This design comes from an exercise in tuning for small area, a short achievable clock period and few clock cycles per item on the open sky130 flow, not from production work. RTL that was checked went through simulation tests only; none was proved equivalent to the original. For runs 1 and 4 to 6, only the layout was checked, not whether the RTL still works. No activity file was given, so power comes from the tool's default toggle rates.

## flow/design.v (module list and top-level ports; edited modules follow where they fit)
// module mspc_cfg_regs: 61 lines
// module mspc_inc_pi: 44 lines
// module mspc_shape: 28 lines
// module mspc_mul3: 1387 lines
// module motor_speed_pi_pid_control_core: 214 lines
module motor_speed_pi_pid_control_core #(
    parameter int SAMPLE_WIDTH   = 16,
    parameter int GAIN_FRAC_BITS = 8,
    parameter int ACC_WIDTH      = 48
) (
    input  wire logic                                   i_clk,
    input  wire logic                                   i_rst_n,
    input  wire logic                                   i_s_axis_tvalid,
    output      logic                                   o_s_axis_tready,
    input  wire logic [((2*SAMPLE_WIDTH+1+7)/8)*8-1:0]  i_s_axis_tdata,
    output      logic                                   o_m_axis_tvalid,
    input  wire logic                                   i_m_axis_tready,
    output      logic [mspc_pkg::OUT_DATA_W-1:0]        o_m_axis_tdata,
    input  wire logic                                   i_cfg_we,
    input  wire logic [mspc_pkg::CFG_ADDR_W-1:0]        i_cfg_addr,
    input  wire logic [mspc_pkg::CFG_DATA_W-1:0]        i_cfg_wdata
);
  // ...
==> flow/flow/run.sh <==
#!/bin/bash
set -euo pipefail
MARGIN=${MARGIN:-15}
sed 's/yosys synth -nofsm -noshare/yosys synth -nofsm -noshare -noabc/' synth_recipe.tcl > synth_noabc.tcl
bash standard.sh SYNTH_SCRIPT="$PWD/synth_noabc.tcl" SETUP_SLACK_MARGIN=$MARGIN finish > standard_flow.log 2>&1
==> flow/standard.sh <==
#!/bin/bash
# synth_recipe.tcl (not shown) runs the flow's synth.tcl, then flattens the netlist and writes it again
# the make line also repeats each setting of config.mk as NAME=value (left out here)
make -C /OpenROAD-flow-scripts/flow DESIGN_CONFIG=/design/flow/config.mk WORK_HOME=/design/flow/orfs CLKGATE_MAP_FILE= SYNTH_SCRIPT=/design/flow/synth_recipe.tcl "${@:-finish}"
==> flow/config.mk <==
export PLATFORM = sky130hd
export DESIGN_NAME = motor_speed_pi_pid_control_core
export DESIGN_NICKNAME = motor_speed_pi_pid_control_core
export VERILOG_FILES = /design/flow/design.v
export SDC_FILE = /design/flow/constraint.sdc
export NUM_CORES = 4
export LEC_CHECK = 0
export ABC_AREA = 1
export CAP_MARGIN = 20
export CORE_MARGIN = 2
export CORE_UTILIZATION = 55
export PLACE_DENSITY = 0.7
export SLEW_MARGIN = 20
==> flow/constraint.sdc <==
create_clock -name core_clock -period 20.0 [get_ports {i_clk}]
set_input_delay 4.0000 -clock core_clock [delete_from_list [all_inputs] [get_ports {i_clk}]]
set_output_delay 4.0000 -clock core_clock [all_outputs]
set_load 0.01 [all_outputs]
==> metrics.md, run 1 <==
| Metric | Value |
|---|---|
| Number of synthesized flops with an enable pin | 156 |
| Worst setup margin | 13680 ps |
| First-pass GRT wire length | between 200 and 250 mm |
| Hold_buf cts | 0 |
| Logic pwr share | about two thirds |
| Fill count | around 5400 |
| CP Data Required Time | 20530 ps |
| Met3 WL | roughly 20 mm |
| Vias per cell | 6.36 |
| Final-layout clock-cell area share | ~2.9% |
| Status | timing/DRC/antenna clean |
| Largest Register | u_inc.o_acc |
| Setup bufs post-CTS | between 200 and 250 |
| Clock insertion delay at the later pin of the skew report | about 630 ps |
| Post_cts resized | 544 |
| Clock group | approximately 0.84 mW |
| Post-Synth Simple-Gate Area | between 10% and 20% |
| Post-synthesis xor/xnor area fraction | between 10% and 20% |
| Antenna violation net count after detailed routing | 0 |
| Die width | 277 µm |
| R2R cell count | 32 |
| P_comb | 3.60 mW |
| Yosys warns | 3 |
| Row count | 100 |
| Avg Inst Size Synth | roughly 8.2 µm² |
| WS Path Type | reg -> reg |
| Post-synth top area cell | fa_1 |
| Cell area power density | ~110 nW/µm² |
| Final worst-path cycle share | between 30% and 40% |
| Worst Path Buf+Inv | 4 |
| Core Region | roughly 74000 µm² |
| Sequential Power Share | 19.9% |
| Final GP Congestion | just over 1 |
| Synth unique cells | 53 |
| WP depth | 32 |
| Fin cells | between 6000 and 7000 |
| Largest register FFs | 48 |
| Max cap viols | 0 |
| R2r setup slk | roughly 14000 ps |
| Max Used Layer | met5 |
| Pre-CTS WS | between 10000 and 15000 ps |
| Mapped cell area | between 40000 and 50000 µm² |
| Root buffer cell | clkbuf_16 |
| WL/cell | about 25 µm |
==> module mspc_cfg_regs, before the edit <==
module mspc_cfg_regs (
    input  wire logic                            i_clk,
    input  wire logic                            i_rst_n,
    input  wire logic                            i_cfg_we,
    input  wire logic [mspc_pkg::CFG_ADDR_W-1:0] i_cfg_addr,
    input  wire logic [mspc_pkg::CFG_DATA_W-1:0] i_cfg_wdata,
    output      logic                            o_mode,
    output      logic                            o_swap,
    output      logic [mspc_pkg::GAIN_W-1:0]     o_g1,
    output      logic [mspc_pkg::GAIN_W-1:0]     o_g2,
    output      logic [mspc_pkg::GAIN_W-1:0]     o_pos_ki,
    output      logic [mspc_pkg::LIMIT_W-1:0]    o_pwm_limit,
    output      logic [mspc_pkg::LIMIT_W-1:0]    o_integral_limit
);
    localparam int GW = mspc_pkg::GAIN_W;
    logic [GW-1:0] r_g1b, r_g2b;
    logic          w_wr_g1, w_wr_g2;      
    logic          w_wr_g1b, w_wr_g2b;    
    assign o_swap   = i_cfg_we && (i_cfg_addr == mspc_pkg::REG_MODE) && (i_cfg_wdata[0] != o_mode);
    assign w_wr_g1  = i_cfg_we && (o_mode ? (i_cfg_addr == mspc_pkg::REG_POS_KD)
                                          : (i_cfg_addr == mspc_pkg::REG_INC_KP));
    assign w_wr_g1b = i_cfg_we && (o_mode ? (i_cfg_addr == mspc_pkg::REG_INC_KP)
                                          : (i_cfg_addr == mspc_pkg::REG_POS_KD));
    assign w_wr_g2  = i_cfg_we && (o_mode ? (i_cfg_addr == mspc_pkg::REG_POS_KP)
                                          : (i_cfg_addr == mspc_pkg::REG_INC_KI));
    assign w_wr_g2b = i_cfg_we && (o_mode ? (i_cfg_addr == mspc_pkg::REG_INC_KI)
                                          : (i_cfg_addr == mspc_pkg::REG_POS_KP));
    always_ff @(posedge i_clk) begin
        if (!i_rst_n) begin
            o_mode           <= 1'b0;
            o_g1             <= '0;
            r_g1b            <= mspc_pkg::RST_POS_KD;
            o_g2             <= '0;
            r_g2b            <= mspc_pkg::RST_POS_KP;
            o_pos_ki         <= mspc_pkg::RST_POS_KI;
            o_pwm_limit      <= mspc_pkg::RST_PWM_LIMIT;
            o_integral_limit <= mspc_pkg::RST_INTEGRAL_LIMIT;
        end else begin
            if (o_swap) begin
                o_mode <= i_cfg_wdata[0];
                o_g1   <= r_g1b;
                r_g1b  <= o_g1;
                o_g2   <= r_g2b;
                r_g2b  <= o_g2;
            end
            if (w_wr_g1)  o_g1  <= i_cfg_wdata;
            if (w_wr_g1b) r_g1b <= i_cfg_wdata;
            if (w_wr_g2)  o_g2  <= i_cfg_wdata;
            if (w_wr_g2b) r_g2b <= i_cfg_wdata;
            if (i_cfg_we && (i_cfg_addr == mspc_pkg::REG_POS_KI)) begin
                o_pos_ki <= i_cfg_wdata;
            end
            if (i_cfg_we && (i_cfg_addr == mspc_pkg::REG_PWM_LIMIT)) begin
                o_pwm_limit <= i_cfg_wdata[mspc_pkg::LIMIT_W-1:0];
            end
            if (i_cfg_we && (i_cfg_addr == mspc_pkg::REG_INTEGRAL_LIMIT)) begin
                o_integral_limit <= i_cfg_wdata[mspc_pkg::LIMIT_W-1:0];
            end
        end
    end
endmodule
==> module mspc_inc_pi, before the edit <==
module mspc_inc_pi (
    input  wire logic                            i_clk,
    input  wire logic                            i_rst_n,
    input  wire logic                            i_step,
    input  wire logic [mspc_pkg::SUM_W-1:0]      i_a,
    input  wire logic [mspc_pkg::SUM_W-1:0]      i_b,
    output      logic [mspc_pkg::SUM_W-1:0]      o_sum,
    output      logic [mspc_pkg::ACC_W-1:0]      o_acc
);
    localparam int AW = mspc_pkg::ACC_W;
    localparam int SW = mspc_pkg::SUM_W;
    localparam int HW = AW - SW;
    logic [SW:0]   w_ab;
    logic [SW-1:0] w_cs_s, w_cs_c;
    logic [SW+1:0] w_t;
    logic [2:0]    w_d;
    logic [HW-1:0] w_hi, w_hi_inc, w_hi_dec, w_hi_next;
    logic          w_up, w_dn, w_ovf_p, w_ovf_n;
    logic [AW-1:0] w_next;
    assign w_ab      = {1'b0, i_a} + {1'b0, i_b};
    assign o_sum     = w_ab[SW-1:0];
    assign w_cs_s    = o_acc[SW-1:0] ^ i_a ^ i_b;
    assign w_cs_c    = (o_acc[SW-1:0] & i_a) | (o_acc[SW-1:0] & i_b) | (i_a & i_b);
    assign w_t       = {2'b00, w_cs_s} + {1'b0, w_cs_c, 1'b0};
    assign w_d       = {1'b0, w_t[SW+1:SW]} - {2'b00, w_ab[SW]} - {2'b00, w_ab[SW-1]};
    assign w_up      = (w_d == 3'b001);
    assign w_dn      = (w_d == 3'b111);
    assign w_hi      = o_acc[AW-1:SW];
    assign w_hi_inc  = w_hi + 1'b1;
    assign w_hi_dec  = w_hi - 1'b1;
    assign w_hi_next = w_up ? w_hi_inc : (w_dn ? w_hi_dec : w_hi);
    assign w_ovf_p   = w_up & (w_hi == {1'b0, {(HW-1){1'b1}}});
    assign w_ovf_n   = w_dn & (w_hi == {1'b1, {(HW-1){1'b0}}});
    assign w_next    = w_ovf_p ? {1'b0, {(AW-1){1'b1}}}
                     : w_ovf_n ? {1'b1, {(AW-1){1'b0}}}
                     : {w_hi_next, w_t[SW-1:0]};
    always_ff @(posedge i_clk) begin
        if (!i_rst_n) begin
            o_acc <= '0;
        end else if (i_step) begin
            o_acc <= w_next;
        end
    end
endmodule
==> module motor_speed_pi_pid_control_core, before the edit <==
module motor_speed_pi_pid_control_core #(
    parameter int SAMPLE_WIDTH   = 16,
    parameter int GAIN_FRAC_BITS = 8,
    parameter int ACC_WIDTH      = 48
) (
    input  wire logic                                   i_clk,
    input  wire logic                                   i_rst_n,
    input  wire logic                                   i_s_axis_tvalid,
    output      logic                                   o_s_axis_tready,
    input  wire logic [((2*SAMPLE_WIDTH+1+7)/8)*8-1:0]  i_s_axis_tdata,
    output      logic                                   o_m_axis_tvalid,
    input  wire logic                                   i_m_axis_tready,
    output      logic [mspc_pkg::OUT_DATA_W-1:0]        o_m_axis_tdata,
    input  wire logic                                   i_cfg_we,
    input  wire logic [mspc_pkg::CFG_ADDR_W-1:0]        i_cfg_addr,
    input  wire logic [mspc_pkg::CFG_DATA_W-1:0]        i_cfg_wdata
);
    localparam int EW = mspc_pkg::ERR_W;
    localparam int SW = mspc_pkg::SUM_W;
    localparam int AW = mspc_pkg::ACC_W;
    localparam int GW = mspc_pkg::GAIN_W;
    localparam int LW = mspc_pkg::LIMIT_W;
    logic          c_mode, c_swap;
    logic [GW-1:0] c_g1, c_g2, c_pos_ki;
    logic [LW-1:0] c_pwm_limit, c_int_limit;
    mspc_cfg_regs u_cfg (
        .i_clk            (i_clk),
        .i_rst_n          (i_rst_n),
        .i_cfg_we         (i_cfg_we),
        .i_cfg_addr       (i_cfg_addr),
        .i_cfg_wdata      (i_cfg_wdata),
        .o_mode           (c_mode),
        .o_swap           (c_swap),
        .o_g1             (c_g1),
        .o_g2             (c_g2),
        .o_pos_ki         (c_pos_ki),
        .o_pwm_limit      (c_pwm_limit),
        .o_integral_limit (c_int_limit)
    );
    logic r_stall;       
    logic w_en;
    assign w_en            = !r_stall;
    assign o_s_axis_tready = !r_stall;
    logic          r0_v, r0_run;
    logic [15:0]   r0_t, r0_m;
    logic [EW-1:0] w_e;
    always_ff @(posedge i_clk) begin
        if (!i_rst_n) begin
            r0_v <= 1'b0;
        end else if (w_en) begin
            r0_v <= i_s_axis_tvalid;
        end
    end
    always_ff @(posedge i_clk) begin
        if (w_en) begin
            r0_t   <= i_s_axis_tdata[15:0];
            r0_m   <= i_s_axis_tdata[31:16];
            r0_run <= i_s_axis_tdata[32];
        end
    end
    logic          w_step0;
    logic [EW-1:0] r_pa, r_pb;         
    logic [15:0]   r_i;                
    logic [EW:0]   w_diff;
    logic [EW:0]   w_isum;
    logic [EW:0]   w_ilim;
    logic [15:0]   w_inext;
    assign w_e     = {r0_t[15], r0_t} - {r0_m[15], r0_m};
    assign w_step0 = w_en && r0_v && r0_run;
    assign w_diff  = {w_e[EW-1], w_e} - {r_pa[EW-1], r_pa};
    assign w_isum  = {{2{r_i[15]}}, r_i} + {w_e[EW-1], w_e};
    assign w_ilim  = {3'b000, c_int_limit};
    always_comb begin
        if ($signed(w_isum) > $signed(w_ilim)) begin
            w_inext = w_ilim[15:0];
        end else if ($signed(w_isum) < -$signed(w_ilim)) begin
            w_inext = 16'(-w_ilim);
        end else begin
            w_inext = w_isum[15:0];
        end
    end
    always_ff @(posedge i_clk) begin
        if (!i_rst_n) begin
            r_pa <= '0;
            r_pb <= '0;
        end else if (c_swap) begin
            r_pa <= r_pb;
            r_pb <= r_pa;
        end else if (w_step0) begin
            r_pa <= w_e;
        end
    end
    always_ff @(posedge i_clk) begin
        if (!i_rst_n) begin
            r_i <= '0;
        end else if (w_step0 && c_mode) begin
            r_i <= w_inext;
        end
    end
    logic          r1_v, r1_run;
    logic [EW:0]   r1_diff;
    always_ff @(posedge i_clk) begin
        if (!i_rst_n) begin
            r1_v <= 1'b0;
        end else if (w_en) begin
            r1_v <= r0_v;
        end
    end
    always_ff @(posedge i_clk) begin
        if (w_en) begin
            r1_diff <= w_diff;
            r1_run  <= r0_run;
        end
    end
    logic [GW-1:0] w_g3;
    logic [SW-1:0] w_pa, w_pb;
    assign w_g3 = c_mode ? c_pos_ki : '0;
    mspc_mul3 u_mul (
        .g1  (c_g1),
        .g2  (c_g2),
        .g3  (w_g3),
        .x1  (r1_diff),
        .x2  (r_pa),
        .x3  (r_i),
        .o_a (w_pa),
        .o_b (w_pb)
    );
    logic          r2_v, r2_run;
    logic [SW-1:0] r2_a, r2_b;
    logic [SW-1:0] w_s;
    always_ff @(posedge i_clk) begin
        if (!i_rst_n) begin
            r2_v <= 1'b0;
        end else if (w_en) begin
            r2_v <= r1_v;
        end
    end
    always_ff @(posedge i_clk) begin
        if (w_en) begin
            r2_a   <= w_pa;
            r2_b   <= w_pb;
            r2_run <= r1_run;
        end
    end
    logic          r3_v, r3_run;
    logic [AW-1:0] w_acc;
    mspc_inc_pi u_inc (
        .i_clk   (i_clk),
        .i_rst_n (i_rst_n),
        .i_step  (w_en && r2_v && r2_run && !c_mode),
        .i_a     (r2_a),
        .i_b     (r2_b),
        .o_sum   (w_s),
        .o_acc   (w_acc)
    );
    always_ff @(posedge i_clk) begin
        if (!i_rst_n) begin
            r3_v <= 1'b0;
        end else if (w_en) begin
            r3_v <= r2_v && !c_mode;
        end
    end
    always_ff @(posedge i_clk) begin
        if (w_en) begin
            r3_run <= r2_run;
        end
    end
    logic [AW-1:0] w_src;
    logic [15:0]   w_drive;
    logic          w_clamped;
    logic          w_fin_v, w_fin_run;
    logic [16:0]   w_res;
    assign w_src     = c_mode ? {{(AW-SW-8){w_s[SW-1]}}, w_s, 8'd0} : w_acc;
    assign w_fin_v   = c_mode ? r2_v : r3_v;
    assign w_fin_run = c_mode ? r2_run : r3_run;
    mspc_shape u_shape (
        .i_src     (w_src),
        .i_limit   (c_pwm_limit),
        .o_drive   (w_drive),
        .o_clamped (w_clamped)
    );
    assign w_res = w_fin_run ? {w_clamped, w_drive} : 17'd0;
    logic        r_ov, r_sv;
    logic [16:0] r_od, r_sd;
    logic        w_arrive, w_pop;
    assign w_arrive = w_en && w_fin_v;
    assign w_pop    = r_ov && i_m_axis_tready;
    always_ff @(posedge i_clk) begin
        if (!i_rst_n) begin
            r_ov    <= 1'b0;
            r_sv    <= 1'b0;
            r_stall <= 1'b0;
        end else begin
            if (!r_ov || w_pop) begin
                r_ov    <= r_sv || w_arrive;
                r_sv    <= 1'b0;
                r_stall <= 1'b0;
            end else if (w_arrive) begin
                r_sv    <= 1'b1;
                r_stall <= 1'b1;
            end
        end
    end
    always_ff @(posedge i_clk) begin
        if (!r_ov || w_pop) begin
            r_od <= r_sv ? r_sd : w_res;
        end
        if (w_arrive) begin
            r_sd <= w_res;
        end
    end
    assign o_m_axis_tvalid = r_ov;
    assign o_m_axis_tdata  = {7'd0, r_od};
endmodule
==> run 2: changes to the inputs <==
--- a/flow/design.v
+++ b/flow/design.v
@@ -42,15 +42,29 @@
     localparam int GW = mspc_pkg::GAIN_W;
     logic [GW-1:0] r_g1b, r_g2b;
+    logic                            r_we;
+    logic [mspc_pkg::CFG_ADDR_W-1:0] r_addr;
+    logic [mspc_pkg::CFG_DATA_W-1:0] r_wdata;
+    always_ff @(posedge i_clk) begin
+        if (!i_rst_n) begin
+            r_we <= 1'b0;
+        end else begin
+            r_we <= i_cfg_we;
+        end
+    end
+    always_ff @(posedge i_clk) begin
+        r_addr  <= i_cfg_addr;
+        r_wdata <= i_cfg_wdata;
+    end
     logic          w_wr_g1, w_wr_g2;      
     logic          w_wr_g1b, w_wr_g2b;    
-    assign o_swap   = i_cfg_we && (i_cfg_addr == mspc_pkg::REG_MODE) && (i_cfg_wdata[0] != o_mode);
-    assign w_wr_g1  = i_cfg_we && (o_mode ? (i_cfg_addr == mspc_pkg::REG_POS_KD)
-                                          : (i_cfg_addr == mspc_pkg::REG_INC_KP));
-    assign w_wr_g1b = i_cfg_we && (o_mode ? (i_cfg_addr == mspc_pkg::REG_INC_KP)
-                                          : (i_cfg_addr == mspc_pkg::REG_POS_KD));
-    assign w_wr_g2  = i_cfg_we && (o_mode ? (i_cfg_addr == mspc_pkg::REG_POS_KP)
-                                          : (i_cfg_addr == mspc_pkg::REG_INC_KI));
-    assign w_wr_g2b = i_cfg_we && (o_mode ? (i_cfg_addr == mspc_pkg::REG_INC_KI)
-                                          : (i_cfg_addr == mspc_pkg::REG_POS_KP));
+    assign o_swap   = r_we && (r_addr == mspc_pkg::REG_MODE) && (r_wdata[0] != o_mode);
+    assign w_wr_g1  = r_we && (o_mode ? (r_addr == mspc_pkg::REG_POS_KD)
+                                          : (r_addr == mspc_pkg::REG_INC_KP));
+    assign w_wr_g1b = r_we && (o_mode ? (r_addr == mspc_pkg::REG_INC_KP)
+                                          : (r_addr == mspc_pkg::REG_POS_KD));
+    assign w_wr_g2  = r_we && (o_mode ? (r_addr == mspc_pkg::REG_POS_KP)
+                                          : (r_addr == mspc_pkg::REG_INC_KI));
+    assign w_wr_g2b = r_we && (o_mode ? (r_addr == mspc_pkg::REG_INC_KI)
+                                          : (r_addr == mspc_pkg::REG_POS_KP));
     always_ff @(posedge i_clk) begin
         if (!i_rst_n) begin
@@ -65,5 +79,5 @@
         end else begin
             if (o_swap) begin
-                o_mode <= i_cfg_wdata[0];
+                o_mode <= r_wdata[0];
                 o_g1   <= r_g1b;
                 r_g1b  <= o_g1;
@@ -71,16 +85,16 @@
                 r_g2b  <= o_g2;
             end
-            if (w_wr_g1)  o_g1  <= i_cfg_wdata;
-            if (w_wr_g1b) r_g1b <= i_cfg_wdata;
-            if (w_wr_g2)  o_g2  <= i_cfg_wdata;
-            if (w_wr_g2b) r_g2b <= i_cfg_wdata;
-            if (i_cfg_we && (i_cfg_addr == mspc_pkg::REG_POS_KI)) begin
-                o_pos_ki <= i_cfg_wdata;
+            if (w_wr_g1)  o_g1  <= r_wdata;
+            if (w_wr_g1b) r_g1b <= r_wdata;
+            if (w_wr_g2)  o_g2  <= r_wdata;
+            if (w_wr_g2b) r_g2b <= r_wdata;
+            if (r_we && (r_addr == mspc_pkg::REG_POS_KI)) begin
+                o_pos_ki <= r_wdata;
             end
-            if (i_cfg_we && (i_cfg_addr == mspc_pkg::REG_PWM_LIMIT)) begin
-                o_pwm_limit <= i_cfg_wdata[mspc_pkg::LIMIT_W-1:0];
+            if (r_we && (r_addr == mspc_pkg::REG_PWM_LIMIT)) begin
+                o_pwm_limit <= r_wdata[mspc_pkg::LIMIT_W-1:0];
             end
-            if (i_cfg_we && (i_cfg_addr == mspc_pkg::REG_INTEGRAL_LIMIT)) begin
-                o_integral_limit <= i_cfg_wdata[mspc_pkg::LIMIT_W-1:0];
+            if (r_we && (r_addr == mspc_pkg::REG_INTEGRAL_LIMIT)) begin
+                o_integral_limit <= r_wdata[mspc_pkg::LIMIT_W-1:0];
             end
         end
@@ -104,5 +118,5 @@
     logic [SW-1:0] w_cs_s, w_cs_c;
     logic [SW+1:0] w_t;
-    logic [2:0]    w_d;
+    logic          w_ks0, w_ks1, w_ks2;
     logic [HW-1:0] w_hi, w_hi_inc, w_hi_dec, w_hi_next;
     logic          w_up, w_dn, w_ovf_p, w_ovf_n;
@@ -113,10 +127,19 @@
     assign w_cs_c    = (o_acc[SW-1:0] & i_a) | (o_acc[SW-1:0] & i_b) | (i_a & i_b);
     assign w_t       = {2'b00, w_cs_s} + {1'b0, w_cs_c, 1'b0};
-    assign w_d       = {1'b0, w_t[SW+1:SW]} - {2'b00, w_ab[SW]} - {2'b00, w_ab[SW-1]};
-    assign w_up      = (w_d == 3'b001);
-    assign w_dn      = (w_d == 3'b111);
+    assign w_ks1     = w_ab[SW] ^ w_ab[SW-1];
+    assign w_ks2     = w_ab[SW] & w_ab[SW-1];
+    assign w_ks0     = ~(w_ab[SW] | w_ab[SW-1]);
+    assign w_up      = (w_t[SW] & w_ks0) | (w_t[SW+1] & w_ks1);
+    assign w_dn      = (~w_t[SW] & ~w_t[SW+1] & w_ks1) | (w_t[SW] & w_ks2);
     assign w_hi      = o_acc[AW-1:SW];
-    assign w_hi_inc  = w_hi + 1'b1;
-    assign w_hi_dec  = w_hi - 1'b1;
+    for (genvar i = 0; i < HW; i++) begin : g_incdec
+        if (i == 0) begin : g_lsb
+            assign w_hi_inc[i] = ~w_hi[i];
+            assign w_hi_dec[i] = ~w_hi[i];
+        end else begin : g_bit
+            assign w_hi_inc[i] = w_hi[i] ^ (&w_hi[i-1:0]);
+            assign w_hi_dec[i] = w_hi[i] ^ ~(|w_hi[i-1:0]);
+        end
+    end
     assign w_hi_next = w_up ? w_hi_inc : (w_dn ? w_hi_dec : w_hi);
     assign w_ovf_p   = w_up & (w_hi == {1'b0, {(HW-1){1'b1}}});
@@ -1591,8 +1614,8 @@
         .o_integral_limit (c_int_limit)
     );
-    logic r_stall;       
+    logic r_en;          
     logic w_en;
-    assign w_en            = !r_stall;
-    assign o_s_axis_tready = !r_stall;
+    assign w_en            = r_en;
+    assign o_s_axis_tready = r_en;
     logic          r0_v, r0_run;
     logic [15:0]   r0_t, r0_m;
@@ -1743,13 +1766,13 @@
             r_ov    <= 1'b0;
             r_sv    <= 1'b0;
-            r_stall <= 1'b0;
+            r_en    <= 1'b1;
         end else begin
             if (!r_ov || w_pop) begin
                 r_ov    <= r_sv || w_arrive;
                 r_sv    <= 1'b0;
-                r_stall <= 1'b0;
+                r_en    <= 1'b1;
             end else if (w_arrive) begin
                 r_sv    <= 1'b1;
-                r_stall <= 1'b1;
+                r_en    <= 1'b0;
             end
         end
==> flow/flow/run.sh (replaced) <==
#!/bin/bash
set -euo pipefail
MARGIN=${MARGIN:-14}
sed 's/yosys synth -nofsm -noshare/yosys synth -nofsm -noshare -noabc/' synth_recipe.tcl > synth_noabc.tcl
bash standard.sh SYNTH_SCRIPT="$PWD/synth_noabc.tcl" SETUP_SLACK_MARGIN=$MARGIN finish > standard_flow.log 2>&1
==> metrics.md, run 2 <==
| Metric | Value |
|---|---|
| Status | timing/DRC/antenna clean |
| Most used DFF post-synth | dfxtp_1 |
| CP max FO | approximately 80 |
| Ys async rst share | 0% |
| Pint | ~2.1 mW |
| Height of the die | approximately 280 µm |
| Clock Skew | 20.1 ps |
| Avg Inst Size Synth | 8.16 µm² (-0.36%) |
| Worst EP arrival | around 6000 ps |
| Logic pwr share | 49.7% (-15 points) |
| Yosys warns | 3 (unchanged) |
| Die Area | 77900 µm² |
| Most frequent cells in the layout | nand2_1 (1096), inv_1 (513), xor2_1 (490) |
| Cell area power density | 82.8 nW/µm² (-22%) |
| Sinks on Clock Net | a little under 400 |
| IO Port Bufs | 75 |
| Peak supply drop | about 0.000068 V |
| Commonest non-fill, non-tap cell in the layout | nand2_1 |
| Clock insertion delay at the later pin of the skew report | 600 ps (-30 ps) |
| GRT Residual Overflow | 0 |
| # H-tree levels | 2 |
| Final GP Congestion | 1.01 (+0.16%) |
| Clock group share of total power | between 20% and 30% |
| # diodes | 0 |
| Remaining DRCs | 0 |
| R2R cell count | 13 (-59%) |
| Worst hold path type | reg -> reg |
| Highest clock rate | between 150 and 200 MHz |
| First-pass iteration count of the detailed router | 9 |
| WS Path Type | reg -> reg |
| Core Region | 74700 µm² (+0.67%) |
| Largest register FFs | 48 (unchanged) |
| Clock Tree Buf Depth | 3 |
| Switching power | 1.62 mW |
| Antenna violation net count after detailed routing | 0 (unchanged) |
| Most common cell in the netlist | nand2_1 |
| Mapped cell area | 41600 µm² (+1.4%) |
| Final Max Slew Viols | 0 |
| Layout net count | just under 6000 |
| # IOs | 90 |
| Slew headroom | around 31% |
| Hold_buf cts | 0 (unchanged) |
| Final worst-path cycle share | 29.3% (-2.3 points) |
| Fin cells | 6054 (-5.3%) |
| Worst setup path end | r2_b[16] |
| Overall power | approximately 3.7 mW |
| Synth Area in Adders | 27.2% |
| Synth unique cells | 59 (+11%) |
| WL/cell | 22.4 µm (-12%) |
| Row count | 100 (unchanged) |
| CP Data Required Time | 20320 ps (-210 ps) |
| Post-synth top area cell | fa_1 |
| # setup viols final | 0 |
| Vias per cell | 6.12 (-3.7%) |
| Syn Inst Count | ~5100 |
| R2r endpoint | r2_b[16] |
| Die width | 279 µm (+0.66%) |
| LEAKAGE | 22.5 nW |
| Flops & latches, synth | 392 |
| Num CTS Buffers | 43 |
| Largest net degree at the start of global routing | between 70 and 80 |
| Seq/Total Area, Yosys | 22.6% |
| Via count | between 30000 and 40000 |
| Vias in the first global route | ~36000 |
| Min Tclk post-route | slightly below 6000 ps |
| Critical Path Most Common Cell | fa_1 |
| Post-DP HPWL | between 100 and 150 mm |
| Initial drt markers | 3603 |
| Post-synthesis xor/xnor area fraction | 11.1% (about the same) |
| Post-Synth Simple-Gate Area | 16.9% (+0.43 points) |
| Post-synth top area share | a little over 20% |
| Highest-delay cell along the critical path | fa_1 |
| CP endpoint kind | flop |
| Initial antenna violation count | 0 |
| Startpoint Class | flop |
| Sequential Power Share | 28.6% (+8.7 points) |
| RSZ-0062 raised after global routing | false |
| Compound-cell area share of the yosys netlist | ~15% |
| TritonCTS clock tree | done |
| Initial Utilization | 55.7% |
| Clk slew on worst S/H paths | approximately 60 ps |
| Mux share of post-synthesis cell area | less than 1% |
| GRT Overall Usage | 34.6% |
| Layout cell share with drive strength beyond 1 | approximately 5.5% |
| Largest Register | u_inc.o_acc |
| WHS | about 430 ps |
| Number of synthesized flops with an enable pin | 156 (unchanged) |
| Synth area leaders | fa_1 (21%), dfxtp_1 (11%), edfxtp_1 (11%) |
| Reg-to-Reg Start | u_cfg.o_mode |
| CP Cell Sequence | buf_12 -> nand2_1 -> inv_6 -> nand2_2 -> nor2_1 -> o22ai_1 -> ha_1 -> fa_1 -> fa_1 -> fa_1 -> fa_1 -> fa_1 -> fa_1 |
| Post-synth top cells | nand2_1 (1111), inv_1 (521), xor2_1 (498) |
| Root buffer cell | clkbuf_16 |
| Slew @ Worst Pin | 1030 ps |
| Main combinational cell family by area after synthesis | adder cells |
| R2r setup slk | 14140 ps (+470 ps) |
| WL final | ~140 mm |
| First-pass GRT wire length | 208 mm (-9.3%) |
| Setup TNS | 0 ps |
| Biggest cell delay along the critical path | between 500 and 600 ps |
| Max cap viols | 0 (unchanged) |
| Sw Ratio | between 40% and 50% |
| Final Hold Viols | 0 |
| Crit path launch | u_cfg.o_mode |
| Biggest regs | u_inc.o_acc: 48 flops, r2_a: 34 flops, r2_b: 34 flops |
| Post-Place Cells | 5951 |
| P&R area growth vs syn | 7.92% |
## run 2: cell types whose count changed in the layout (fill, tap and decap cells not counted), moves of 40 or more
cell / change
inv_1: +92
buf_4: -290
nor2_1: +52
dfxtp_1: +53
fa_1: +101
buf_6: -42
fa_2: -103
o22ai_2: -49
buf_12: -46
ha_4: -40
xor2_1: +40
nand2_2: -41
nand2_1: +140
o22ai_1: +64
## run 2: cell type report
cell class	instances	area, µm²
Inverter	567	2140
Fill cell	6652	29800
Timing Repair Buffer	148	1350
Tap cell	969	1210
Clock inverter	24	275
Multi-Input combinational cell	3899	29400
Clock buffer	55	1130
Sequential cell	392	9410
## run 2: logic make-up (layout without fill, tap and decap cells)
kind of cell,count (synthesis),count (layout)
buffers and inverters,818,794
and+or+nand+nor,1684,1684
muxes,1,1
AOI/OAI and AO/OA,1033,1033
DFF,392,392
xor gates and xnor gates,527,527
adders and majority gates,647,647
other,1,7
## run 2: how the worst min path moves through the flow
stage	from	endpoint	slack (ps)	depth (start not counted)
final	r1_run	r2_run	430	0
after global routing	r1_run	r2_run	440	0
after CTS	r1_run	r2_run	440	0
after detailed placement	r1_run	r2_run	430	0
after global placement	r1_run	r2_run	400	0
after floorplan	r1_run	r2_run	400	0
## run 2: layer usage
| metal | vias up | routed length (µm) | part of all wire, % | GRT usage [%] |
|---|---|---|---|---|
| met5 | - | 0 | 0 | 0 |
| met4 | 0 | 7630 | 5.6 | 15.9 |
| met3 | 507 | 14900 | 11 | 9.87 |
| met2 | 2109 | 60800 | 45 | 55.3 |
| met1 | 17600 | 52500 | 39 | 43.4 |
| li1 | 16900 | - | - | - |
## run 2: timing repair
action / 4_1_cts / 5_1_grt
pin swaps: 2 / 11
setup endpoints to repair: 56 / 70
buffers inserted: 1 / 22
resized for setup: 22 / 48
## run 2: metrics by stage
stage	cell area [µm²]	util (%)	worst slack (ps)
after global routing	44900	60.2	13980
after global placement	43000	57.6	13130
after detailed placement	43000	57.6	13080
final	44900	60.2	14140
after CTS	44500	59.6	13980
after floorplan	41700	-	14220
## run 2: worst max-delay path: cells and delay by family (launching register included)
kind | cells | cell delay [ps]
AND/OR/NAND/NOR | 3 | 790
flip-flops | 1 | 340
adder cells (fa/ha/maj) | 7 | 3600
buffers and inverters | 2 | 590
AO/OA/AOI/OAI | 1 | 140
## run 2: power by group through the flow
| stage | Sequential (mW) | Combinational [mW] | Clock, mW |
|---|---|---|---|
| after detailed placement | 1.07 | 1.78 | 0 |
| after floorplan | 1.03 | 1.31 | 0 |
| after global routing | 1.07 | 2.07 | 0.855 |
| after global placement | 1.08 | 1.75 | 0 |
| after CTS | 1.06 | 1.80 | 0.820 |
| final | 1.06 | 1.85 | 0.808 |
Testbench counts of run 2, summed over its fixed seeds: cycles 19,416, items 19,200.
==> run 3: changes to the inputs <==
==> flow/flow/run.sh (replaced) <==
#!/bin/bash
set -euo pipefail
MARGIN=${MARGIN:-14.5}
sed 's/yosys synth -nofsm -noshare/yosys synth -nofsm -noshare -noabc/' synth_recipe.tcl > synth_noabc.tcl
bash standard.sh SYNTH_SCRIPT="$PWD/synth_noabc.tcl" SETUP_SLACK_MARGIN=$MARGIN finish > standard_flow.log 2>&1
==> metrics.md, run 3 <==
| Metric | Value |
|---|---|
| Status | timing/DRC/antenna clean |
| # H-tree levels | 2 (unchanged) |
| Synth unique cells | 59 (unchanged) |
| Final Max Slew Viols | 0 (unchanged) |
| Setup TNS | 0 ps (unchanged) |
| Core Region | 74700 µm² (unchanged) |
| CP delay by family, top | buffers and inverters |
| Hold_buf cts | 0 (unchanged) |
| Number of synthesized flops with an enable pin | 156 (unchanged) |
| Vias per cell | 6.13 (+0.14%) |
| CP Cell Sequence | clkdlybuf4s50_1 |
| Clock Skew | 45.8 ps (+25.7 ps) |
| P&R area growth vs syn | 10.7% |
| Sinks on Clock Net | 392 (unchanged) |
| Clock Tree Buf Depth | 3 (unchanged) |
| Biggest regs | u_inc.o_acc: 48 flops, r2_a: 34 flops, r2_b: 34 flops |
| # diodes | 0 (unchanged) |
| Mapped cell area | 41600 µm² (unchanged) |
| Initial Utilization | 55.7% (unchanged) |
| Most used DFF post-synth | dfxtp_1 |
| Vias in the first global route | 36000 (+0.45%) |
| TritonCTS clock tree | done |
| First-pass GRT wire length | 208 mm (+0.14%) |
| GRT Residual Overflow | 0 (unchanged) |
| Syn Inst Count | 5103 (unchanged) |
| Worst hold path type | reg -> reg |
| Layout net count | 5802 (+0.69%) |
| Peak supply drop | 0.0000662 V (-2.1%) |
| CP max FO | 1 (-99%) |
| Biggest cell delay along the critical path | 530 ps (-60 ps) |
| Die width | 279 µm (unchanged) |
| Largest net degree at the start of global routing | 98 (+24%) |
| Worst EP arrival | 1460 ps (-4720 ps) |
| Worst Path Buf+Inv | 1 (-1) |
| LEAKAGE | 23.0 nW (+2.3%) |
| Ys async rst share | 0% (unchanged) |
| Height of the die | 279 µm (unchanged) |
| Via count | 37400 (+0.83%) |
| Min Tclk post-route | 5460 ps (-401 ps) |
| Initial drt markers | 3918 (+8.7%) |
| Clk slew on worst S/H paths | 60 ps (about the same) |
| Synth area leaders | fa_1 (21%), dfxtp_1 (11%), edfxtp_1 (11%) |
| Highest-delay cell along the critical path | clkdlybuf4s50_1 |
| Post-Place Cells | 5950 (-0.017%) |
| Slew headroom | 24.7% (-6.6 points) |
| Max cap viols | 0 (unchanged) |
| Final GP Congestion | 1.03 (+1.7%) |
| RSZ-0062 raised after global routing | true |
| WL final | 138 mm (+1.3%) |
| WL/cell | 22.6 µm (+0.61%) |
| Avg Inst Size Synth | 8.16 µm² (unchanged) |
| Final Hold Viols | 0 (unchanged) |
| Num CTS Buffers | 47 (+9.3%) |
| CP endpoint kind | output pin |
| Final worst-path cycle share | 27.3% (-2.0 points) |
| # setup viols final | 0 (unchanged) |
| Antenna violation net count after detailed routing | 0 (unchanged) |
| Root buffer cell | clkbuf_16 |
| Startpoint Class | flop |
| # IOs | 90 (unchanged) |
| GRT Overall Usage | 34.7% (+0.092 points) |
| Cell area power density | 82.5 nW/µm² (-0.35%) |
| Flops & latches, synth | 392 (unchanged) |
| Most frequent cells in the layout | nand2_1 (1075), inv_1 (507), xor2_1 (488) |
| Overall power | 3.80 mW (+2.2%) |
| Die Area | 77900 µm² (unchanged) |
| Post-DP HPWL | 103 mm (+0.19%) |
| Yosys warns | 3 (unchanged) |
| WS Path Type | reg -> out |
| Post-synth top area cell | fa_1 |
| Initial antenna violation count | 1 (+1) |
| Post-synth top cells | nand2_1 (1111), inv_1 (521), xor2_1 (498) |
| Commonest non-fill, non-tap cell in the layout | nand2_1 |
| Fin cells | 6096 (+0.69%) |
| Post-synth top area share | 20.7% (unchanged) |
| Most common cell in the netlist | nand2_1 |
| Largest register FFs | 48 (unchanged) |
| First-pass iteration count of the detailed router | 10 (+1) |
| Row count | 100 (unchanged) |
| CP Data Required Time | 16000 ps (-4320 ps) |
| Layout cell share with drive strength beyond 1 | 7.92% (+2.4 points) |
| Clock insertion delay at the later pin of the skew report | 610 ps (about the same) |
| Seq/Total Area, Yosys | 22.6% (unchanged) |
| Remaining DRCs | 0 (unchanged) |
| Slew @ Worst Pin | 1130 ps (+99.5 ps) |
| IO Port Bufs | 75 (unchanged) |
| Largest Register | u_inc.o_acc |
| Highest clock rate | 183 MHz (+7.3%) |
[run 3: cell counts after synthesis]
No cell type changed its count.
[run 3: per-layer routing]
metal / vias to the layer above / global-route usage, % / share of wire (%)
met5: - / 0 / 0.0073
met4: 2 / 17.7 / 5.8
met3: 483 / 8.79 / 11
met2: 2112 / 55.3 / 45
met1: 17800 / 43.6 / 38
li1: 17000 / - / -
[run 3: report_power, final]
part / leakage [nW] / switching [mW] / internal [mW]
sequential: 3.62 / 0.102 / 0.963
clock: 0.751 / 0.349 / 0.512
combinational: 18.6 / 1.20 / 0.684
[run 3: what timing repair did]
item                                    CTS  global route
gates cloned                              1             4
setup buffers                            22            33
pin swaps                                12            38
endpoints found under the setup margin   91            79
resized for setup                       104           167
[run 3: cells by family (layout without fill, tap and decap cells)]
group | after synthesis | count (layout) | synth area share (%)
buffers and inverters | 818 | 834 | 7.57
AO/OA/AOI/OAI | 1033 | 1033 | 14.6
XOR/XNOR | 527 | 527 | 11.1
flip-flops | 392 | 392 | 22.6
multiplexers | 1 | 1 | 0.0270
AND/OR/NAND/NOR | 1684 | 1686 | 16.9
other | 1 | 7 | 0.00901
adder cells (fa/ha/maj) | 647 | 647 | 27.2
[run 3: per-stage QoR]
step / hold WS (ps) / worst slack (ps) / utilization [%] / cell area, µm²
global placement: 405 / 13170 / 57.6 / 43000
CTS: 422 / 14500 / 60.3 / 45100
global route: 433 / 14310 / 61.7 / 46100
finish: 421 / 14540 / 61.7 / 46100
detailed placement: 409 / 13080 / 57.6 / 43000
floorplan: 400 / 14600 / - / 41700
[run 3: area by class of cell]
class                      instances  area [µm²]
multi-input combinational       3901       29900
clock inverter                    22         240
fill                            6543       28600
clock buffer                      63        1310
timing repair inverter             2        15.0
tap                              969        1210
sequential                       392        9420
inverter                         567        2180
timing repair buffer             180        1810
[run 3: worst paths after layout]
path              cells after the start  slack, ps                  to      from
setup / recovery                      1      14540  o_m_axis_tdata[15]  r_od[15]
hold / removal                        0        420              r2_run    r1_run
setup reg to reg                     10      14560            r2_b[19]   r_pa[5]
hold reg to reg                       0        420              r2_run    r1_run
==> run 4: changes to the inputs <==
--- a/flow/design.v
+++ b/flow/design.v
@@ -116,7 +116,5 @@
     localparam int HW = AW - SW;
     logic [SW:0]   w_ab;
-    logic [SW-1:0] w_cs_s, w_cs_c;
-    logic [SW+1:0] w_t;
-    logic          w_ks0, w_ks1, w_ks2;
+    logic [SW:0]   w_t;
     logic [HW-1:0] w_hi, w_hi_inc, w_hi_dec, w_hi_next;
     logic          w_up, w_dn, w_ovf_p, w_ovf_n;
@@ -124,12 +122,7 @@
     assign w_ab      = {1'b0, i_a} + {1'b0, i_b};
     assign o_sum     = w_ab[SW-1:0];
-    assign w_cs_s    = o_acc[SW-1:0] ^ i_a ^ i_b;
-    assign w_cs_c    = (o_acc[SW-1:0] & i_a) | (o_acc[SW-1:0] & i_b) | (i_a & i_b);
-    assign w_t       = {2'b00, w_cs_s} + {1'b0, w_cs_c, 1'b0};
-    assign w_ks1     = w_ab[SW] ^ w_ab[SW-1];
-    assign w_ks2     = w_ab[SW] & w_ab[SW-1];
-    assign w_ks0     = ~(w_ab[SW] | w_ab[SW-1]);
-    assign w_up      = (w_t[SW] & w_ks0) | (w_t[SW+1] & w_ks1);
-    assign w_dn      = (~w_t[SW] & ~w_t[SW+1] & w_ks1) | (w_t[SW] & w_ks2);
+    assign w_t       = {1'b0, o_acc[SW-1:0]} + {1'b0, o_sum};
+    assign w_up      = w_t[SW] & ~o_sum[SW-1];
+    assign w_dn      = ~w_t[SW] & o_sum[SW-1];
     assign w_hi      = o_acc[AW-1:SW];
     for (genvar i = 0; i < HW; i++) begin : g_incdec
==> metrics.md, run 4 <==
| Metric | Value |
|---|---|
| Status | timing/DRC/antenna clean |
| Largest net degree at the start of global routing | 110 (+12%) |
| Flops & latches, synth | 392 (unchanged) |
| Highest clock rate | 182 MHz (-0.66%) |
| TritonCTS clock tree | done |
| Clock group share of total power | 23.4% (+0.8 points) |
| WL final | 138 mm (+0.23%) |
| IO Port Bufs | 75 (unchanged) |
| Cell area power density | 79.5 nW/µm² (-3.7%) |
| Overall power | 3.64 mW (-4.4%) |
| Post-synth top cells | nand2_1 (953), inv_1 (492), xor2_1 (487) |
| Synth unique cells | 63 (+6.8%) |
| Antenna violation net count after detailed routing | 0 (unchanged) |
| Logic pwr share | 48.6% (-0.8 points) |
| Post-synth top area cell | fa_1 |
| Most common cell in the netlist | nand2_1 |
| LEAKAGE | 22.4 nW (-2.8%) |
| GRT Residual Overflow | 0 (unchanged) |
| Largest Register | u_inc.o_acc |
| Clock Skew | 60.9 ps (+15.1 ps) |
| Peak supply drop | 0.000102 V (+54%) |
| Seq/Total Area, Yosys | 23.3% (+0.73 points) |
| Root buffer cell | clkbuf_16 |
| Vias in the first global route | 35000 (-2.8%) |
| Number of synthesized flops with an enable pin | 156 (unchanged) |
| Num CTS Buffers | 45 (-4.3%) |
| Avg Inst Size Synth | 8.25 µm² (+1.1%) |
| Mapped cell area | 40300 µm² (-3.1%) |
| Die Area | 75500 µm² (-3.1%) |
| # H-tree levels | 2 (unchanged) |
| Sequential Power Share | 28.0% (about the same) |
| HP Start | r1_run |
| Initial Utilization | 55.4% (-0.38 points) |
| P&R area growth vs syn | 13.5% |
| Final GP Congestion | 1.03 (+0.25%) |
| Die width | 275 µm (-1.6%) |
| Largest register FFs | 48 (unchanged) |
| Sinks on Clock Net | 392 (unchanged) |
| CP max FO | 18 (+17) |
| # IOs | 90 (unchanged) |
| Area after DPL | 41700 µm² (-3.0%) |
| Layout cell share with drive strength beyond 1 | 10.9% (+3.0 points) |
| # setup viols final | 0 (unchanged) |
| Via count | 36800 (-1.5%) |
| Initial antenna violation count | 3 (+2) |
| Crit path launch | r_pa[13] |
| Height of the die | 275 µm (-1.6%) |
| First-pass iteration count of the detailed router | 6 (-4) |
| Fin util | 62.9% (+1.1 points) |
| Min Tclk post-route | 5490 ps (+36.4 ps) |
| WHS | 430 ps (+9.32 ps) |
| Post-synth top area share | 19.7% (-1.0 points) |
| WS Path Type | reg -> reg |
| Clock Tree Buf Depth | 3 (unchanged) |
| Switching power | 1.55 mW (-5.7%) |
| Remaining DRCs | 0 (unchanged) |
| Startpoint Class | flop |
| Yosys warns | 3 (unchanged) |
| Final Max Slew Viols | 0 (unchanged) |
| Max cap viols | 0 (unchanged) |
| Slew @ Worst Pin | 1070 ps (-63.6 ps) |
| Commonest non-fill, non-tap cell in the layout | nand2_1 |
| Slew headroom | 28.9% (+4.2 points) |
| Ys async rst share | 0% (unchanged) |
| Most used DFF post-synth | dfxtp_1 |
| Most frequent cells in the layout | nand2_1 (898), xor2_1 (479), inv_1 (475) |
| Pint | 2.09 mW (-3.3%) |
| Worst hold path type | reg -> reg |
| Sw Ratio | 42.7% (-0.61 points) |
| Post-DP HPWL | 98.4 mm (-4.6%) |
| Syn Inst Count | 4890 (-4.2%) |
| RSZ-0062 raised after global routing | true |
| Non-Filler Cell Area, Final | 45800 µm² (-0.68%) |
| Initial drt markers | 3990 (+1.8%) |
| Layout net count | 5613 (-3.3%) |
| Final Hold Viols | 0 (unchanged) |
| CP Data Required Time | 20340 ps (+4340 ps) |
| Worst EP arrival | 5830 ps (+4370 ps) |
| Reg-to-Reg Start | r_pa[13] |
| Synth area leaders | fa_1 (20%), dfxtp_1 (12%), edfxtp_1 (12%) |
| Fill count | 6220 (-4.9%) |
| First-pass GRT wire length | 204 mm (-2.3%) |
| Vias per cell | 6.20 (+1.2%) |
| Clock insertion delay at the later pin of the skew report | 610 ps (about the same) |
| GRT Overall Usage | 35.2% (+0.58 points) |
| Row count | 99 (-1.0%) |
| Pre-CTS WS | 13020 ps (-59.5 ps) |
| Final worst-path cycle share | 27.5% (+0.18 points) |
| Clk slew on worst S/H paths | 60 ps (about the same) |
| Fin cells | 5932 (-2.7%) |
| Worst setup margin | 14510 ps (-36.4 ps) |
| Setup TNS | 0 ps (unchanged) |
| WL/cell | 23.3 µm (+3.0%) |
| CP endpoint kind | flop |
| Post-Place Cells | 5735 (-3.6%) |
| Biggest regs | u_inc.o_acc: 48 flops, r2_a: 34 flops, r2_b: 34 flops |
| Core Region | 72800 µm² (-2.5%) |
==> run 4: final timing paths <==
check,cells past startpoint,endpoint,slack (ps)
max reg2reg,10,r2_b[16],14510
min,0,r2_run,430
max,10,r2_b[16],14510
min reg2reg,0,r2_run,430
==> run 4: area by class of cell <==
cell class	instances	area, µm²	share of cell area (%)
multi-input combinational	3726	29200	63.8
sequential	392	9430	20.6
timing repair buffer	229	2300	5.02
inverter	535	2080	4.54
clock buffer	58	1270	2.78
tap	959	1200	2.62
clock inverter	25	270	0.590
timing repair inverter	7	47.5	0.104
antenna	1	2.50	0.00547
==> run 4: cell families after synthesis <==
family                     share of synthesized area, %
and+or+nand+nor                                    15.7
AOI/OAI and AO/OA                                  15.7
buffers and inverters                              7.47
adders and majority gates                          26.4
xor gates and xnor gates                           11.4
muxes                                            0.0279
other                                           0.00930
DFF                                                23.3
==> run 4: timing repair <==
action,CTS,global route
hold buffers,0,0
gates cloned,4,7
setup buffers,54,48
resized for setup,170,239
endpoints found under the setup margin,152,131
pin swaps,32,68
==> run 4: power groups by stage <==
| stage | clock network [mW] | registers [mW] | logic, mW |
|---|---|---|---|
| CTS | 0.864 | 1.01 | 1.65 |
| global route | 0.893 | 1.03 | 1.92 |
| global placement | 0 | 1.03 | 1.56 |
| finish | 0.851 | 1.02 | 1.77 |
| detailed placement | 0 | 1.03 | 1.58 |
| floorplan | 0 | 1.01 | 1.13 |
==> run 4: per-layer routing <==
metal | wire (µm) | GRT usage (%) | up-vias
met2 | 61200 | 55.5 | 2142
met4 | 9350 | 19.2 | 2
li1 | - | - | 16500
met3 | 15500 | 9.88 | 546
met1 | 51800 | 43.9 | 17600
met5 | 16 | 0 | -
==> run 4: worst max-delay path, cell delays in order, from the launching register on <==
cell and delay [ps]:
dfxtp_1 340, clkinv_1 620, o22ai_1 540, xor2_1 250, fa_1 460, fa_1 450, fa_2 590, fa_1 480
fa_2 420, fa_2 680, fa_1 430
==> run 5: changes to the inputs <==
==> flow/flow/run.sh (replaced) <==
#!/bin/bash
set -euo pipefail
MARGIN=${MARGIN:-14.5}
sed 's/yosys synth -nofsm -noshare/yosys synth -nofsm -noshare -noabc/' synth_recipe.tcl > synth_noabc.tcl
bash standard.sh SYNTH_SCRIPT="$PWD/synth_noabc.tcl" SETUP_SLACK_MARGIN=$MARGIN \
    "BUFFER_PORTS_ARGS=-buffer_cell sky130_fd_sc_hd__buf_2" finish > standard_flow.log 2>&1
==> metrics.md, run 5 <==
| Metric | Value |
|---|---|
| Status | timing/DRC/antenna clean |
| Core Region | 72800 µm² (unchanged) |
| Initial Utilization | 55.4% (unchanged) |
| Yosys warns | 3 (unchanged) |
| Vias in the first global route | 35100 (+0.15%) |
| Final GP Congestion | 1.04 (+0.73%) |
| WS Path Type | reg -> reg |
| Post-synth top area cell | fa_1 |
| Post-DP HPWL | 98.3 mm (about the same) |
| Peak supply drop | 0.000109 V (+6.4%) |
| Worst hold path type | reg -> reg |
| CP max FO | 20 (+2) |
| Number of synthesized flops with an enable pin | 156 (unchanged) |
| Initial antenna violation count | 1 (-2) |
| Startpoint Class | flop |
| First-pass GRT wire length | 203 mm (-0.39%) |
| Largest Register | u_inc.o_acc |
| Commonest non-fill, non-tap cell in the layout | nand2_1 |
| Seq/Total Area, Yosys | 23.3% (unchanged) |
| R2r setup slk | 14530 ps (+20 ps) |
| Largest net degree at the start of global routing | 110 (unchanged) |
| Die width | 275 µm (unchanged) |
| Worst EP arrival | 5810 ps (-20 ps) |
| Clock Skew | 44.4 ps (-16.5 ps) |
| Antenna violation net count after detailed routing | 0 (unchanged) |
| RSZ-0062 raised after global routing | true |
| Height of the die | 275 µm (unchanged) |
| GRT Residual Overflow | 0 (unchanged) |
| CP Data Required Time | 20340 ps (about the same) |
| Remaining DRCs | 0 (unchanged) |
| Non-Filler Cell Area, Final | 45700 µm² (-0.13%) |
| TritonCTS clock tree | done |
| GRT Overall Usage | 35.0% (-0.21 points) |
| Layout cell share with drive strength beyond 1 | 12.8% (+1.9 points) |
| Worst setup margin | 14530 ps (+24.2 ps) |
| Mapped cell area | 40300 µm² (unchanged) |
| Pre-CTS WS | 13000 ps (-17.3 ps) |
| Layout net count | 5612 (-0.018%) |
| CP endpoint kind | flop |
| Final Hold Viols | 0 (unchanged) |
| Via count | 37000 (+0.51%) |
| Post-Place Cells | 5743 (+0.14%) |
| Die Area | 75500 µm² (unchanged) |
| Setup TNS | 0 ps (unchanged) |
| Reg-to-Reg Start | u_cfg.o_g2[13] |
| Slew @ Worst Pin | 1060 ps (-4.11 ps) |
| First-pass iteration count of the detailed router | 9 (+3) |
| # setup viols final | 0 (unchanged) |
| Synth unique cells | 63 (unchanged) |
| Syn Inst Count | 4890 (unchanged) |
| HP Start | r1_run |
| R2R cell count | 13 (+3) |
| Post-synth top area share | 19.7% (unchanged) |
| Fin cells | 5932 (unchanged) |
| Slew headroom | 29.2% (+0.27 points) |
| Ys async rst share | 0% (unchanged) |
| Worst Hold Endpoint | r2_run |
| Overall power | 3.66 mW (+0.69%) |
| Initial drt markers | 4340 (+8.8%) |
| Clock insertion delay at the later pin of the skew report | 610 ps (about the same) |
| Post-synth top cells | nand2_1 (953), inv_1 (492), xor2_1 (487) |
| Most common cell in the netlist | nand2_1 |
| Root buffer cell | clkbuf_16 |
| Fill count | 6114 (-1.7%) |
| WHS | 433 ps (+2.73 ps) |
| Most frequent cells in the layout | nand2_1 (892), xor2_1 (475), inv_1 (472) |
| R2r endpoint | r2_b[17] |
| Clk slew on worst S/H paths | 60 ps (about the same) |
| Most used DFF post-synth | dfxtp_1 |
| Highest clock rate | 183 MHz (+0.44%) |
| Hold_buf cts | 0 (unchanged) |
| Clock Tree Buf Depth | 3 (unchanged) |
| WL/cell | 23.2 µm (-0.24%) |
| Flops & latches, synth | 392 (unchanged) |
| Biggest regs | u_inc.o_acc: 48 flops, r2_a: 34 flops, r2_b: 34 flops |
| Largest register FFs | 48 (unchanged) |
| LEAKAGE | 22.4 nW (+0.18%) |
| Final worst-path cycle share | 27.3% (-0.12 points) |
| P&R area growth vs syn | 13.4% |
| Synth area leaders | fa_1 (20%), dfxtp_1 (12%), edfxtp_1 (12%) |
| Sinks on Clock Net | 392 (unchanged) |
| WL final | 138 mm (-0.24%) |
| Min Tclk post-route | 5470 ps (-24.2 ps) |
| # IOs | 90 (unchanged) |
| Vias per cell | 6.23 (+0.51%) |
| Avg Inst Size Synth | 8.25 µm² (unchanged) |
| Fin util | 62.8% (-0.079 points) |
| Hold Path Stages | 0 (unchanged) |
| Area after DPL | 41400 µm² (-0.74%) |
| Cell area power density | 80.1 nW/µm² (+0.81%) |
| Final Max Slew Viols | 0 (unchanged) |
| # H-tree levels | 2 (unchanged) |
| Row count | 99 (unchanged) |
| Max cap viols | 0 (unchanged) |
| IO Port Bufs | 75 (unchanged) |
| Num CTS Buffers | 45 (unchanged) |
## run 5: cell counts after synthesis
Identical to the previous run, type by type.
## run 5: worst max-delay path by stage
stage,from,end,slack (ps),depth (start not counted)
floorplan,u_cfg.o_g2[13],r2_b[19],14590,13
global placement,r2_a[0],u_inc.o_acc[11],13130,34
detailed placement,r2_a[0],u_inc.o_acc[11],13000,34
CTS,u_cfg.o_mode,r_od[9],14390,33
global route,r2_b[0],u_inc.o_acc[38],14310,37
finish,u_cfg.o_g2[13],r2_b[17],14530,13
## run 5: per-layer routing
layer / GRT usage (%) / part of all wire [%] / vias to the layer above / routed length, µm
met1: 44.0 / 38 / 17600 / 51700
met5: 0 / 0.023 / - / 32
met2: 53.9 / 44 / 2254 / 60300
met3: 10.1 / 11 / 596 / 15800
met4: 20.6 / 7.1 / 2 / 9830
li1: - / - / 16500 / -
## run 5: layout make-up
type	instances	area (µm²)	area share [%]
clock inverter	20	249	0.545
sequential	392	9430	20.6
multi-input combinational	3728	29500	64.5
timing repair inverter	3	22.5	0.0493
tap	959	1200	2.62
clock buffer	63	1310	2.86
inverter	535	2090	4.58
timing repair buffer	230	1950	4.27
antenna	2	5.00	0.0109
## run 5: logic make-up (layout without fill, tap and decap cells)
kind of cell    after synthesis  in the layout  synth area share [%]
other cells                   1              9               0.00930
compound gates             1080           1080                  15.7
xor+xnor                    522            522                  11.4
fa+ha+maj                   613            613                  26.4
mux                           1              1                0.0279
simple gates               1503           1505                  15.7
buf+inv                     778            851                  7.47
flops                       392            392                  23.3
## run 5: repair_timing
item / in CTS / in global routing
buffers inserted: 42 / 51
gates cloned: 2 / 9
gates resized for setup: 174 / 251
pin swaps: 26 / 59
setup endpoints to repair: 195 / 126
## run 5: worst max-delay path, stage by stage, from the launching register on
cell	delay [ps]
dfxtp_1	350
buf_8	250
inv_2	190
o21ai_2	160
buf_4	280
o22ai_1	130
xor2_1	200
fa_1	590
fa_1	520
fa_1	540
fa_1	520
fa_1	470
fa_1	520
fa_1	470
## run 5: where the power goes
group | internal (mW) | total, mW | switching, mW | leakage [nW]
Clock | 0.502 | 0.856 | 0.354 | 0.763
Combinational | 0.640 | 1.78 | 1.14 | 18.0
Sequential | 0.963 | 1.03 | 0.0651 | 3.62
Total | 2.10 | 3.66 | 1.56 | 22.4
==> run 6: changes to the inputs <==
==> flow/flow/run.sh (replaced) <==
#!/bin/bash
set -euo pipefail
MARGIN=${MARGIN:-14.5}
sed 's/yosys synth -nofsm -noshare/yosys synth -nofsm -noshare -noabc/' synth_recipe.tcl > synth_noabc.tcl
bash standard.sh SYNTH_SCRIPT="$PWD/synth_noabc.tcl" SYNTH_OPERATIONS_ARGS=-booth SETUP_SLACK_MARGIN=$MARGIN \
    "BUFFER_PORTS_ARGS=-buffer_cell sky130_fd_sc_hd__buf_2" finish > standard_flow.log 2>&1
==> metrics.md, run 6 <==
| Metric | Value |
|---|---|
| Flops & latches, synth | 392 (unchanged) |
| Initial drt markers | 3287 (-24%) |
| Slew @ Worst Pin | 1130 ps (+71.5 ps) |
| Largest net degree at the start of global routing | 102 (-7.3%) |
| Biggest regs | u_inc.o_acc: 48 flops, r2_a: 34 flops, r2_b: 34 flops |
| Reg-to-Reg Start | r2_a[0] |
| WL/cell | 23.3 µm (+0.35%) |
| Root buffer cell | clkbuf_16 |
| Post-Place Cells | 5056 (-12%) |
| Seq. cell area | 9420 µm² (about the same) |
| GRT Residual Overflow | 0 (unchanged) |
| LEAKAGE | 21.3 nW (-5.0%) |
| Setup TNS | 0 ps (unchanged) |
| Final Hold Viols | 0 (unchanged) |
| First-pass iteration count of the detailed router | 8 (-1) |
| Min Tclk post-route | 5460 ps (-4.20 ps) |
| IO Port Bufs | 75 (unchanged) |
| Status | timing/DRC/antenna clean |
| Layout net count | 5014 (-11%) |
| Worst hold path type | reg -> reg |
| Peak supply drop | 0.0000945 V (-13%) |
| First-pass GRT wire length | 184 mm (-9.1%) |
| Slew headroom | 24.2% (-5.0 points) |
| Remaining DRCs | 0 (unchanged) |
| # H-tree levels | 2 (unchanged) |
| GRT met3 Usage | 8.97% (-1.2 points) |
| Die Area | 71600 µm² (-5.2%) |
| GRT Overall Usage | 33.6% (-1.4 points) |
| Initial Utilization | 55.6% (+0.23 points) |
| Most used DFF post-synth | dfxtp_1 |
| Final worst-path cycle share | 27.3% (about the same) |
| Clock insertion delay at the later pin of the skew report | 600 ps (about the same) |
| Vias per cell | 6.23 (-0.11%) |
| Core Region | 68700 µm² (-5.7%) |
| Fin cells | 5236 (-12%) |
| Fill count | 5680 (-7.1%) |
| Number of synthesized flops with an enable pin | 156 (unchanged) |
| Via count | 32600 (-12%) |
| Avg Inst Size Synth | 9.01 µm² (+9.2%) |
| Seq/Total Area, Yosys | 24.6% (+1.3 points) |
| CP endpoint kind | flop |
| Startpoint Class | flop |
| Overall power | 3.37 mW (-8.1%) |
| Sinks on Clock Net | 392 (unchanged) |
| Post-DP HPWL | 88.0 mm (-11%) |
| Post-synth top area cell | fa_1 |
| Largest register FFs | 48 (unchanged) |
| Clk slew on worst S/H paths | 60 ps (about the same) |
| Worst EP arrival | 5820 ps (about the same) |
| Most frequent cells in the layout | nand2_1 (580), xor2_1 (455), fa_1 (435) |
| Sequential Power Share | 30.6% (+2.5 points) |
| TritonCTS clock tree | done |
| Largest Register | u_inc.o_acc |
| Crit path launch | r2_a[0] |
| Pint | 2.04 mW (-3.1%) |
| Yosys warns | 3 (unchanged) |
| RSZ-0062 raised after global routing | true |
| Switching power | 1.33 mW (-15%) |
| Synth area leaders | fa_1 (24%), dfxtp_1 (12%), edfxtp_1 (12%) |
| # setup viols final | 0 (unchanged) |
| WL final | 122 mm (-11%) |
| Met1 Use GR | 42.1% (-1.9 points) |
| Num CTS Buffers | 45 (unchanged) |
| WS Path Type | reg -> reg |
| Post-synth top cells | nand2_1 (648), xor2_1 (473), fa_1 (453) |
| Cell area power density | 77.6 nW/µm² (-3.2%) |
| Clock Skew | 33.3 ps (-11.1 ps) |
| Post-synth top area share | 23.7% (+4.0 points) |
| Initial antenna violation count | 0 (-1) |
| Vias in the first global route | 31800 (-9.5%) |
| Most Used Layer, Global Route | met2 |
| CP max FO | 7 (-65%) |
| Max cap viols | 0 (unchanged) |
| Hold_buf cts | 0 (unchanged) |
| Antenna violation net count after detailed routing | 0 (unchanged) |
| Clock Tree Buf Depth | 3 (unchanged) |
| Most common cell in the netlist | nand2_1 |
| HP Start | r1_run |
| Synth unique cells | 47 (-25%) |
| # diodes | 0 (-2) |
| Die width | 268 µm (-2.6%) |
| P&R area growth vs syn | 13.7% |
| Critical Path Most Common Cell | fa_2 |
| # IOs | 90 (unchanged) |
| Mapped cell area | 38200 µm² (-5.3%) |
| Area occupied by multi-input gates | 27900 µm² (-5.4%) |
| Syn Inst Count | 4240 (-13%) |
| Worst setup margin | 14540 ps (+4.20 ps) |
| Row count | 96 (-3.0%) |
| Clock group share of total power | 25.5% (+2.1 points) |
| Ys async rst share | 0% (unchanged) |
| Layout cell share with drive strength beyond 1 | 13.9% (+1.1 points) |
| Final GP Congestion | 1.01 (-2.8%) |
| Highest-delay cell along the critical path | fa_2 |
| CP Data Required Time | 20350 ps (about the same) |
| Final Max Slew Viols | 0 (unchanged) |
| Sw Ratio | 39.5% (-3.1 points) |
| Height of the die | 268 µm (-2.6%) |
| Biggest cell delay along the critical path | 590 ps (about the same) |
| Highest clock rate | 183 MHz (about the same) |
| Met2 Resource Use GR | 52.8% (-1.1 points) |
| Pre-CTS WS | 12980 ps (-27.5 ps) |
| Logic pwr share | 43.8% (-4.8 points) |
| Commonest non-fill, non-tap cell in the layout | nand2_1 |
## run 6: stage by stage
| step | instance area [µm²] | utilization (%) | hold slack (ps) |
|---|---|---|---|
| after floorplan | 38200 | - | 400 |
| after global placement | 39200 | 57.0 | 407 |
| after detailed placement | 39200 | 57.0 | 408 |
| after CTS | 41700 | 60.8 | 423 |
| after global routing | 43400 | 63.2 | 445 |
| final | 43400 | 63.2 | 423 |
## run 6: worst paths after layout
kind / endpoint / slack, ps / cells after the start
setup / recovery: r_od[3] / 14540 / 29
hold / removal: r2_run / 420 / 0
setup reg to reg: r_od[3] / 14540 / 29
hold reg to reg: r2_run / 420 / 0
## run 6: per-layer routing
layer / wire (µm) / up-vias
li1: - / 14400
met1: 45500 / 15800
met2: 55200 / 1923
met3: 13400 / 463
met4: 7730 / 0
met5: 0 / -
## run 6: worst max-delay path, delay by kind of cell (launching register included)
kind,cells,cell delay (ps)
buffers and inverters,3,440
AO/OA/AOI/OAI,5,720
flip-flops,1,370
adder cells (fa/ha/maj),6,1890
XOR/XNOR,1,160
AND/OR/NAND/NOR,14,1630
## run 6: cells by family after synthesis
family	share of synthesized area [%]
other	0.00982
xor gates and xnor gates	11.3
muxes	0.0786
adders and majority gates	31.2
DFF	24.6
and+or+nand+nor	10.9
buffers and inverters	6.93
AOI/OAI and AO/OA	15.0
## run 6: power by group through the flow
stage	logic, mW	registers (mW)	clock network (mW)
floorplan	0.876	1.02	0
global placement	1.20	1.04	0
detailed placement	1.24	1.04	0
CTS	1.29	1.03	0.873
global route	1.62	1.04	0.901
finish	1.48	1.03	0.860
## run 6: layout make-up
cell class / count / area share (%)
Clock buffer: 61 / 3.02
Timing Repair inverter: 2 / 0.0346
Timing Repair Buffer: 215 / 3.93
Multi-Input combinational cell: 3178 / 64.2
Inverter: 435 / 3.92
Clock inverter: 22 / 0.530
Sequential cell: 392 / 21.7
Tap cell: 931 / 2.68
## run 6: timing repair
| item | CTS | global route |
|---|---|---|
| endpoints found under the setup margin | 132 | 179 |
| pin swaps | 38 | 82 |
| hold endpoints to repair | 0 | 0 |
| resized for setup | 145 | 292 |
| buffers inserted | 39 | 44 |
| gates cloned | 7 | 7 |

-- what the ideal ports hide --
Ports are ideal in the flow. The routed layouts listed here were re-timed in OpenROAD. Step 1 assumes that a clkbuf_16 drives the clock port and a buf_2 every other input. Step 2, shift: input delay + t, output delay - t, t = (earliest + latest rising clock arrival at the registers) / 2. This alone moves slack from input paths to output paths. Slacks: ideal ports / drivers / drivers and shift; pairs: ideal ports / drivers.
| run | t, ns | setup WS [ns] | slew at the worst register clock pin (ns) | worst data-port slew with drivers (ns) |
|---|---|---|---|---|
| run 1 | 0.684 | 13.678 / 13.678 / 13.678 | 0.08 / 0.08 | 0.04 |
| run 2 | 0.652 | 14.144 / 14.144 / 13.657 | 0.07 / 0.07 | 0.04 |
| run 3 | 0.651 | 14.545 / 14.478 / 14.188 | 0.07 / 0.07 | 0.05 |
| run 4 | 0.653 | 14.508 / 14.470 / 14.132 | 0.07 / 0.07 | 0.05 |
| run 5 | 0.657 | 14.532 / 14.532 / 14.076 | 0.07 / 0.07 | 0.05 |
| run 6 | 0.646 | 14.537 / 14.537 / 14.023 | 0.06 / 0.06 | 0.04 |
After both steps every run listed still meets setup and hold. For run 6, which loses most, drivers alone change the setup slack by 0.000 ns; drivers and shift together by -0.514 ns.
